This is an optimization exercise on Yosys and OpenROAD, whose aim is small area, a short achievable clock period and few clock cycles per item, not a production implementation.
RTL that was checked went through simulation tests only; none was proved equivalent to the original.
Only the layout flow was run in run 1; the RTL was not checked for function there.
Power and IR drop assume default switching activity.

==> flow/run.sh <==
#!/bin/bash
# synth_recipe.tcl (not shown) runs the flow's synth.tcl, then flattens the netlist and writes it again
# the make line also repeats each setting of config.mk as NAME=value (left out here)
make -C /OpenROAD-flow-scripts/flow DESIGN_CONFIG=/design/flow/config.mk WORK_HOME=/design/flow/orfs CLKGATE_MAP_FILE= SYNTH_SCRIPT=/design/flow/synth_recipe.tcl finish
==> flow/config.mk <==
export PLATFORM = sky130hd
export DESIGN_NAME = dcacheTop
export DESIGN_NICKNAME = dcacheTop
export VERILOG_FILES = /design/flow/design.v
export SDC_FILE = /design/flow/constraint.sdc
export NUM_CORES = 4
export LEC_CHECK = 0
export CAP_MARGIN = 20
export CORE_MARGIN = 2
export CORE_UTILIZATION = 40
export SLEW_MARGIN = 20
==> flow/constraint.sdc <==
create_clock -name core_clock -period 7.5 [get_ports {CLK}]
set_input_delay 1.5000 -clock core_clock [delete_from_list [all_inputs] [get_ports {CLK}]]
set_output_delay 1.5000 -clock core_clock [all_outputs]
set_load 0.01 [all_outputs]
==> flow/design.v <==
`default_nettype none
package cacheCfgPkg;
	localparam int TagWidth = 26;
	localparam int IndexWidth = 3;
	localparam int NumSets = 8;  
	localparam int WordsPerBlock = 2;
	localparam int NumWays = 2;
	typedef logic [TagWidth-1:0] tagT;
	typedef logic [IndexWidth-1:0] indexT;
	typedef enum logic [2:0] {
		Idle,
		WriteBack0,  
		WriteBack1,
		Fill0,  
		Fill1
	} ctrlStateT;
endpackage
`default_nettype wire
`default_nettype none
package cpuTypesPkg;
	typedef logic [31:0] wordT;
	typedef struct packed {
		logic [25:0] tag;  
		logic [2:0] index;  
		logic wordSel;  
		logic [1:0] byteOff;  
	} dAddrFieldsT;
	typedef union packed {
		wordT flat;
		dAddrFieldsT fields;
	} dAddrT;
endpackage
`default_nettype wire
`timescale 1ns/1ps
`default_nettype none
module dcacheTop (
	input logic CLK,
	input logic nRST,
	input logic dmemREN,
	input logic dmemWEN,
	input logic [31:0] dmemAddr,
	input logic [31:0] dmemStore,
	output logic [31:0] dmemLoad,
	output logic dhit,
	output logic dREN,
	output logic dWEN,
	output logic [31:0] dAddr,
	output logic [31:0] dStore,
	input logic [31:0] dLoad,
	input logic dwait
);
	localparam logic [1:0] Idle = 2'd0, WB1 = 2'd1, F0 = 2'd2, F1 = 2'd3;
	logic [1:0] state;
	logic [7:0] valid0, valid1, dirty0, dirty1, lru;
	logic [25:0] tag0 [8];
	logic [25:0] tag1 [8];
	logic [31:0] data0 [8][2];
	logic [31:0] data1 [8][2];
	logic [25:0] reqTag;
	logic [2:0] idx;
	logic ws, req;
	assign reqTag = dmemAddr[31:6];
	assign idx = dmemAddr[5:3];
	assign ws = dmemAddr[2];
	assign req = dmemREN | dmemWEN;
	logic hit0, hit1, hit, v, vdirty, idle;
	assign idle = (state == Idle);
	logic [7:0] match0, match1;
	always_comb begin
		for (int s = 0; s < 8; s++) begin
			match0[s] = valid0[s] && (tag0[s] == reqTag);
			match1[s] = valid1[s] && (tag1[s] == reqTag);
		end
	end
	assign hit0 = match0[idx];
	assign hit1 = match1[idx];
	assign hit = hit0 | hit1;
	assign v = lru[idx];
	assign vdirty = v ? dirty1[idx] : dirty0[idx];  
	logic miss;
	assign miss = idle & req & ~hit;
	logic [31:0] w00, w01, w10, w11;
	assign w00 = data0[idx][0];
	assign w01 = data0[idx][1];
	assign w10 = data1[idx][0];
	assign w11 = data1[idx][1];
	logic [31:0] rd0, rd1;
	assign rd0 = ws ? w01 : w00;
	assign rd1 = ws ? w11 : w10;
	logic wbPhase;
	assign wbPhase = (state == WB1);
	assign dhit = (idle & req & hit) | ((state == F1) & ~dwait);
	assign dWEN = (miss & vdirty) | wbPhase;
	assign dREN = (miss & ~vdirty) | (state == F0) | (state == F1);
	logic [25:0] vtag;
	assign vtag = v ? tag1[idx] : tag0[idx];
	assign dAddr = {((idle & vdirty) | wbPhase) ? vtag : reqTag, idx, state[0], 2'b00};
	assign dStore = v ? (wbPhase ? w11 : w10) : (wbPhase ? w01 : w00);
	always_comb begin
		if (state == F1)
			dmemLoad = ws ? dLoad : (v ? w10 : w00);
		else
			dmemLoad = hit1 ? rd1 : rd0;
	end
	logic fillTake, fillWord, fillDone;
	assign fillTake = ~dwait & (((miss & ~vdirty) | (state == F0)) | (state == F1));
	assign fillWord = (state == F1);
	assign fillDone = (state == F1) & ~dwait;
	logic [31:0] fillData;
	assign fillData = (dmemWEN && ws == fillWord) ? dmemStore : dLoad;
	logic storeHit;
	assign storeHit = idle & dmemWEN & hit;
	always_ff @(posedge CLK) begin
		if (storeHit & hit0) data0[idx][ws] <= dmemStore;
		else if (fillTake & ~v) data0[idx][fillWord] <= fillData;
		if (storeHit & hit1) data1[idx][ws] <= dmemStore;
		else if (fillTake & v) data1[idx][fillWord] <= fillData;
		if (fillDone & ~v) tag0[idx] <= reqTag;
		if (fillDone & v) tag1[idx] <= reqTag;
	end
	logic [1:0] nextState;
	always_comb begin
		nextState = state;
		case (state)
			Idle: if (miss & ~dwait) nextState = vdirty ? WB1 : F1;
			WB1: if (~dwait) nextState = F0;
			F0: if (~dwait) nextState = F1;
			default: if (~dwait) nextState = Idle;
		endcase
	end
	always_ff @(posedge CLK or negedge nRST) begin
		if (!nRST) begin
			state <= Idle;
			valid0 <= '0;
			valid1 <= '0;
			dirty0 <= '0;
			dirty1 <= '0;
			lru <= '0;
		end else begin
			state <= nextState;
			if (idle & req & hit) begin
				lru[idx] <= hit0;
				if (dmemWEN) begin
					if (hit0) dirty0[idx] <= 1'b1;
					if (hit1) dirty1[idx] <= 1'b1;
				end
			end
			if (fillDone) begin
				lru[idx] <= ~v;
				if (v) begin
					valid1[idx] <= 1'b1;
					dirty1[idx] <= dmemWEN;
				end else begin
					valid0[idx] <= 1'b1;
					dirty0[idx] <= dmemWEN;
				end
			end
		end
	end
endmodule
`default_nettype wire
==> impl_metrics.ini, run 1 <==
[clock_tree]
clock-root-buffer = clkbuf_16
path_clk_slew_ns = 0.06
cts_sinks = 1482
ctsHoldBuffers = 0
clkLatencyLatePin_ns = 0.81
post_cts_buffers = 0
clock_tree.buffer_depth = 3
post_cts_resized = 0
cts_max_level = 4
cts_tree = yes
cts_buffers = 154

[setup_path]
crit_end = dhit
r2r_start = tag1[5][5]
path_common_cell = buf_4
crit_arrival_ns = 5.75
worst_ep_required_time_ns = 6.00
critical_path_class = input pin to primary output
cpPeakStageDelay_ns = 0.76
crit_cells = 14
start_kind = input pin
crit_path_end_kind = primary output
worst_path_dominant_cell_family = buffers and inverters
path_cells = clkdlybuf4s50_1 > buf_4 > buf_4 > xnor2_1 > nand4_1 > nor4_1 > a21oi_1 > nor4_2 > buf_4 > nand3_1 > buf_4 > a21o_1 > nand2_1 > clkdlybuf4s50_1
reg2reg_to = data1[0][2]
slowest_stage = clkdlybuf4s50_1
crit_fanout = 11
crit_buf_inv = 6
reg2reg_setup_slack_ns = 3.00
crit_start = dmemAddr[30]
ff2ff_path_depth = 10

[pwr]
report.power.total_mw = 21.3
combPwrFrac = 0.190
ir_drop_mv = 0.225
p_clk_frac = 0.351
intPower_mw = 15.3
pwr-share-seq = 0.459
powerDensity_nw_per_um2 = 289
power_leakage_nw = 23.5
power.switching_mw = 6.03
power_switching_share = 0.283

[sta]
fin_crit_ns = 7.25
drv_slew = 0
post-route-period-util = 0.967
slew_headroom = 0.241
rsz0062_at_grt = false
fin_skew_ns = 0.0448
tightest_slew_ns = 1.14
finalSetupTns_ns = 0
timing.fmax_mhz = 138
setup_viol = 0
final_hold_viol_count = 0

[global_routing]
antenna_found_initial = 4
grt-ovfl-total = 0
grt_max_degree = 77
grt_usage = 0.266
grt_pass1_vias = 38966
grt_pass1_wl_mm = 305

[die]
core_region_area_um2 = 158000
initial_utilization = 0.402
rows = 146
die_h_um = 402
fp.dieW_um = 402
dieArea_um2 = 162000
ios = 200

[synthesis]
syn_area_um2 = 63400
ys_async_sr_fraction = 0.0283
synth_top_area_share = 0.682
ys_seq_area_frac = 0.698
synth_edf_count = 1440
ys_top_cells_by_area = edfxtp_1 68%, xnor2_1 4.7%, a22oi_1 4.5%
synth.avg_cell_area_um2 = 15.6
synthDistinctLibCells = 64
yosysTopAreaCell = edfxtp_1
netlist_instances = 4079
ys_warn_count = 1
synthFlopType = edfxtp_1
ys_seq_elements = 1482

[job]
max_cap_violations = 0

[placed_design]
place_inst = 6261
place_congestion = 0.929
post_dp_cell_area_um2 = 69000
hpwl_mm = 132
port_buffers = 195

[route]
drc_errors = 0
routed_wl_mm = 220
vias = 41035
vias_per_cell = 6.27
drtIter0Drc = 5477
avgRoutedWirePerCell_um = 33.7
antenna_left = 0
drt_pass1_iterations = 8

[min_path]
hp-class = register to register

[final_layout]
area_delta_synth_final_pct = 16.4
final_cells = 6541
finish.utilization = 0.467
final_nets = 4454
postLayoutCellArea_um2 = 73800
layout-drive-gt1-share = 0.155

[run_status]
status = finished clean
layout by cell type (no fill, tap or decap), types with 39 or more instances in the layout:
master	n
clkbuf_1	47
nor2_1	100
xnor2_1	341
nand3_1	39
clkdlybuf4s50_1	170
a22oi_1	381
mux2_2	68
mux2i_1	140
dfrtp_1	42
a22o_1	53
nand2_1	161
clkbuf_16	157
xor2_1	78
nand4_1	135
a221oi_1	107
edfxtp_1	1440
a21oi_1	114
buf_4	176
mux2_4	60
o21ai_0	132
mux4_2	56
power groups by stage:
| stage | Sequential, mW | Clock [mW] | Combinational, mW |
|---|---|---|---|
| global placement | 9.96 | 0 | 3.97 |
| floorplan | 9.91 | 0 | 2.06 |
| global route | 9.81 | 7.87 | 4.23 |
| finish | 9.80 | 7.50 | 4.05 |
| detailed placement | 9.96 | 0 | 4.00 |
| CTS | 9.79 | 7.55 | 4.03 |
Yosys cell counts (57+ instances only):
library cell and instances:
a21oi_1 116, a221oi_1 107, a22oi_1 381, buf_2 105, clkbuf_1 125, edfxtp_1 1440, mux2_2 68, mux2_4 60
mux2i_1 140, mux4_2 57, nand2_1 161, nand4_1 135, nor2_1 150, o21ai_0 132, xnor2_1 341, xor2_1 78
kinds of logic after synthesis:
group	synth area share
other	0.0000591
DFF	0.698
and+or+nand+nor	0.0510
muxes	0.0690
AOI/OAI and AO/OA	0.101
buffers and inverters	0.0215
xor gates and xnor gates	0.0578
adders and majority gates	0.00158
cell type report:
| class | count | area, um^2 |
|---|---|---|
| diodes | 3 | 7.51 |
| clock buffers | 204 | 4110 |
| clock inverters | 73 | 753 |
| fillers | 13550 | 84200 |
| inverters | 16 | 60.1 |
| multi-input cells | 2289 | 18200 |
| flip-flops and latches | 1482 | 44300 |
| well taps | 2072 | 2590 |
| repair buffers | 402 | 3820 |
per-stage QoR:
step                worst slack [ns]  hold WS, ns
floorplan                       1.27        0.427
global placement              0.0981        0.487
detailed placement             0.103        0.489
CTS                           0.0505        0.509
global route                  0.0405        0.538
finish                         0.250        0.511
worst min path at each step:
stage | from | slack [ns] | endpoint | cells after the start
after floorplan | valid1[0] | 0.43 | valid1[0] | 1
after global placement | dirty0[0] | 0.49 | dirty0[0] | 1
after detailed placement | valid0[5] | 0.49 | valid0[5] | 1
after CTS | valid0[5] | 0.51 | valid0[5] | 1
after global routing | dirty0[5] | 0.54 | dirty0[5] | 2
final | dirty1[0] | 0.51 | dirty1[0] | 1
routing by layer:
layer,up-vias,GRT usage,share of wire,wire length (um)
met2,2544,0.423,0.47,103000
met1,21300,0.362,0.39,86000
met3,386,0.0605,0.11,23400
met4,6,0.0884,0.033,7370
li1,16799,-,-,-
met5,-,0,0.00011,24
state kept, by name (all words and copies together), names as in the netlist:
| signal | cells |
|---|---|
| data0 | 512 |
| data1 | 512 |
| dirty0 | 8 |
| dirty1 | 8 |
| lru | 8 |
| state | 2 |
| tag0 | 208 |
| tag1 | 208 |
| valid0 | 8 |
| valid1 | 8 |
worst reg2reg max path, stage by stage (launching register included):
cell	delay, ns
edfxtp_1	0.42
xor2_1	0.26
nor4_1	0.70
nand4_1	0.27
a21oi_1	0.32
nand4_4	0.18
buf_12	0.27
nor3_1	0.31
a31oi_2	0.14
nor2_4	0.66
buf_4	0.63
==> run 2, diff against run 1 <==
--- a/flow/design.v
+++ b/flow/design.v
@@ -65,15 +65,8 @@
 	assign req = dmemREN | dmemWEN;
 	logic hit0, hit1, hit, v, vdirty, idle;
 	assign idle = (state == Idle);
-	logic [7:0] match0, match1;
-	always_comb begin
-		for (int s = 0; s < 8; s++) begin
-			match0[s] = valid0[s] && (tag0[s] == reqTag);
-			match1[s] = valid1[s] && (tag1[s] == reqTag);
-		end
-	end
-	assign hit0 = match0[idx];
-	assign hit1 = match1[idx];
+	assign hit0 = valid0[idx] && (tag0[idx] == reqTag);
+	assign hit1 = valid1[idx] && (tag1[idx] == reqTag);
 	assign hit = hit0 | hit1;
 	assign v = lru[idx];
 	assign vdirty = v ? dirty1[idx] : dirty0[idx];  
==> run 2 against run 1 <==
  * Still clean
  * Worst setup slack worse by 0.081 ns
  * Non-clock buffer count is 1 lower
  * Cell count is 7.1% lower
  * Die area is 5.3% lower
==> impl_metrics.ini, run 2 <==
[global_routing]
grt_max_degree = 98
antenna_found_initial = 3
grt_usage = 0.245
grt-ovfl-total = 0
grt_pass1_wl_mm = 266
grt_pass1_vias = 35286

[pwr]
powerDensity_nw_per_um2 = 295
power_leakage_nw = 22.9
ir_drop_mv = 0.235

[final_layout]
layout_commonest_cell = edfxtp_1
multiInputGateArea_um2 = 15200
area_delta_synth_final_pct = 18.3
fillers = 12709
regArea_um2 = 44300
final_nets = 4041
biggestRegsByFlops = data0 (512), data1 (512)
layout-drive-gt1-share = 0.177
postLayoutCellArea_um2 = 71000
most-common-layout-cells = 1,440 x edfxtp_1, 267 x a22oi_1, 190 x clkdlybuf4s50_1

[placed_design]
port_buffers = 195
pre_cts_slack_ns = -0.159
place_congestion = 0.887
hpwl_mm = 110
post_dp_cell_area_um2 = 66000

[die]
dieArea_um2 = 153000
die_h_um = 392
fp.dieW_um = 392
core_region_area_um2 = 149000
rows = 142
ios = 200
initial_utilization = 0.402

[sta]
post-route-period-util = 0.978
setup_ws_ns = 0.169
tightest_slew_ns = 1.11
final_hold_viol_count = 0
setup_viol = 0
fin_crit_ns = 7.33
rsz0062_at_grt = false
timing.fmax_mhz = 136
slew_headroom = 0.257
drv_slew = 0
fin_skew_ns = 0.0506
finalSetupTns_ns = 0

[synthesis]
synthMuxAreaShare = 0.0958
ys_warn_count = 1
synthFlopType = edfxtp_1
syn_area_um2 = 60100
ys_top_cells_by_area = edfxtp_1 72%, a22oi_1 3.3%, mux4_2 3.2%
synth_top_family_by_area = multiplexers
synthDistinctLibCells = 77
synth_edf_count = 1440
synth_compound_area_frac = 0.0952
yosysMostFrequentCell = edfxtp_1
ys_async_sr_fraction = 0.0283
yosys-top-cells-count = 1,440 x edfxtp_1, 267 x a22oi_1, 193 x nor2_1, 170 x mux2i_1, 147 x nand2_1
synth_fa_ha_area_frac = 0.00187
ys_seq_elements = 1482
yosys.area_share.xor_xnor = 0.00350
netlist_instances = 3605
synth-simple-area-share = 0.0479
yosysTopAreaCell = edfxtp_1
ys_seq_area_frac = 0.737
synth_top_area_share = 0.720
synth.avg_cell_area_um2 = 16.7

[route]
drtIter0Drc = 4389
drc_errors = 0
vias_per_cell = 6.07
drt_pass1_iterations = 5
antenna_left = 0
avgRoutedWirePerCell_um = 31.3
routed_wl_mm = 190
vias = 36908

[clock_tree]
cts_max_level = 4
cts_sinks = 1482
clkLatencyLatePin_ns = 0.83
path_clk_slew_ns = 0.06
cts_tree = yes
clock_tree.buffer_depth = 3
cts_buffers = 156
clock-root-buffer = clkbuf_16

[min_path]
whs_path_depth = 2
hp-class = register to register
hp-start = valid1[1]
holdPathEnd = valid1[1]

[setup_path]
reg2reg_to = data1[8][12]
critical_path_class = input pin to primary output
crit_fanout = 36
reg2reg_setup_slack_ns = 2.48
worst_ep_required_time_ns = 6.00
start_kind = input pin
ff2ff_path_depth = 11
r2r_start = tag0[7][12]
crit_path_end_kind = primary output
crit_arrival_ns = 5.83

[run_status]
status = finished clean

[job]
max_cap_violations = 0
[run 2: kinds of logic after synthesis]
logic type,count (synthesis)
xor+xnor,24
flops,1482
other cells,1
simple gates,603
mux,445
buf+inv,252
fa+ha+maj,9
compound gates,789
[run 2: layer usage]
layer  share of wire  GRT usage  wire length [um]  vias to the layer above
met5        0.000037          0                 7                        -
met4           0.030     0.0764              5720                        2
met3           0.092     0.0446             17500                      346
met2            0.47      0.394             90400                     2024
met1            0.40      0.339             76700                    19188
li1                -          -                 -                    15348
[run 2: timing repair]
action                     CTS  global route
buffers inserted             0             0
gates resized for setup      1             1
setup endpoints to repair    2             1
hold buffers                 0             0
[run 2: cell type report]
cell class	instances	share of cell area
timing repair buffer	401	0.0558
inverter	18	0.000951
tap	2016	0.0355
multi-input combinational	1872	0.214
clock inverter	83	0.0123
antenna	2	0.0000704
clock buffer	203	0.0581
sequential	1482	0.623
[run 2: through the flow]
| stage | std cells | hold WS (ns) | utilization | total power, mW |
|---|---|---|---|---|
| finish | 6077 | 0.444 | 0.475 | 20.9 |
| global route | 6075 | 0.476 | 0.475 | 21.5 |
| CTS | 6075 | 0.446 | 0.475 | 21.0 |
| detailed placement | 5789 | 0.434 | 0.442 | 13.5 |
| global placement | 5789 | 0.428 | 0.442 | 13.5 |
| floorplan | 3606 | 0.414 | - | 11.7 |
[run 2: worst max-delay path, stage by stage]
cell and delay, ns:
buf_8 0.31, buf_4 0.40, buf_4 0.27, mux2i_1 0.22, o22ai_1 0.13, or3_1 0.39, a211oi_2 0.47, buf_4 0.20
nand4_1 0.35, nor4_4 0.43, o21ai_0 0.25, nand2_1 0.30, clkdlybuf4s50_1 0.60
[run 2: power by group]
part / internal (mW) / switching, mW / total (mW)
logic: 1.31 / 2.34 / 3.64
registers: 9.67 / 0.0906 / 9.76
clock network: 4.25 / 3.29 / 7.54
total: 15.2 / 5.72 / 20.9
[run 2: worst max path at each step]
stage / start / to / slack (ns) / cells past startpoint
2_1_floorplan: dmemAddr[3] / dmemLoad[22] / 1.31 / 16
3_3_place_gp: dmemAddr[3] / dhit / -0.17 / 13
3_5_place_dp: dmemAddr[3] / dhit / -0.16 / 13
4_1_cts: dmemAddr[3] / dhit / 0.1 / 13
5_1_grt: dmemAddr[3] / dhit / 0.005 / 13
6_report: dmemAddr[3] / dhit / 0.17 / 13
Testbench counts of run 2, summed over its fixed seeds: cycles 85,752, items 24,000.

port drivers added, routing unchanged:
The flow's constraints put no driver on any port. The routed layouts listed below were extracted and timed again, unchanged, in two steps. Step 1 (the two cells are an assumption about what drives the block):
set clk [get_ports {CLK}]
set_driving_cell -lib_cell sky130_fd_sc_hd__clkbuf_16 $clk
set_driving_cell -lib_cell sky130_fd_sc_hd__buf_2 [delete_from_list [all_inputs] $clk]
Step 2 times the ports against the registers' clock, not the clock port: input delays grow and output delays shrink by t, the midpoint of the rising clock arrivals with the driver on. a / b / c = ideal / step 1 / step 2; a / b = the first two.
| run | t, ns | slack for setup (ns) | clock arrival spread, ns | worst register clock-pin slew, ns |
|---|---|---|---|---|
| run 1 | 0.879 | 0.250 / 0.214 / 0.214 | 0.045 / 0.045 | 0.06 / 0.06 |
| run 2 | 0.883 | 0.169 / 0.116 / 0.116 | 0.050 / 0.051 | 0.06 / 0.06 |
After both steps setup and hold are still met in every run listed. The setup slack of run 2, which loses most, moves by -0.053 ns with the drivers and by -0.053 ns with both steps.
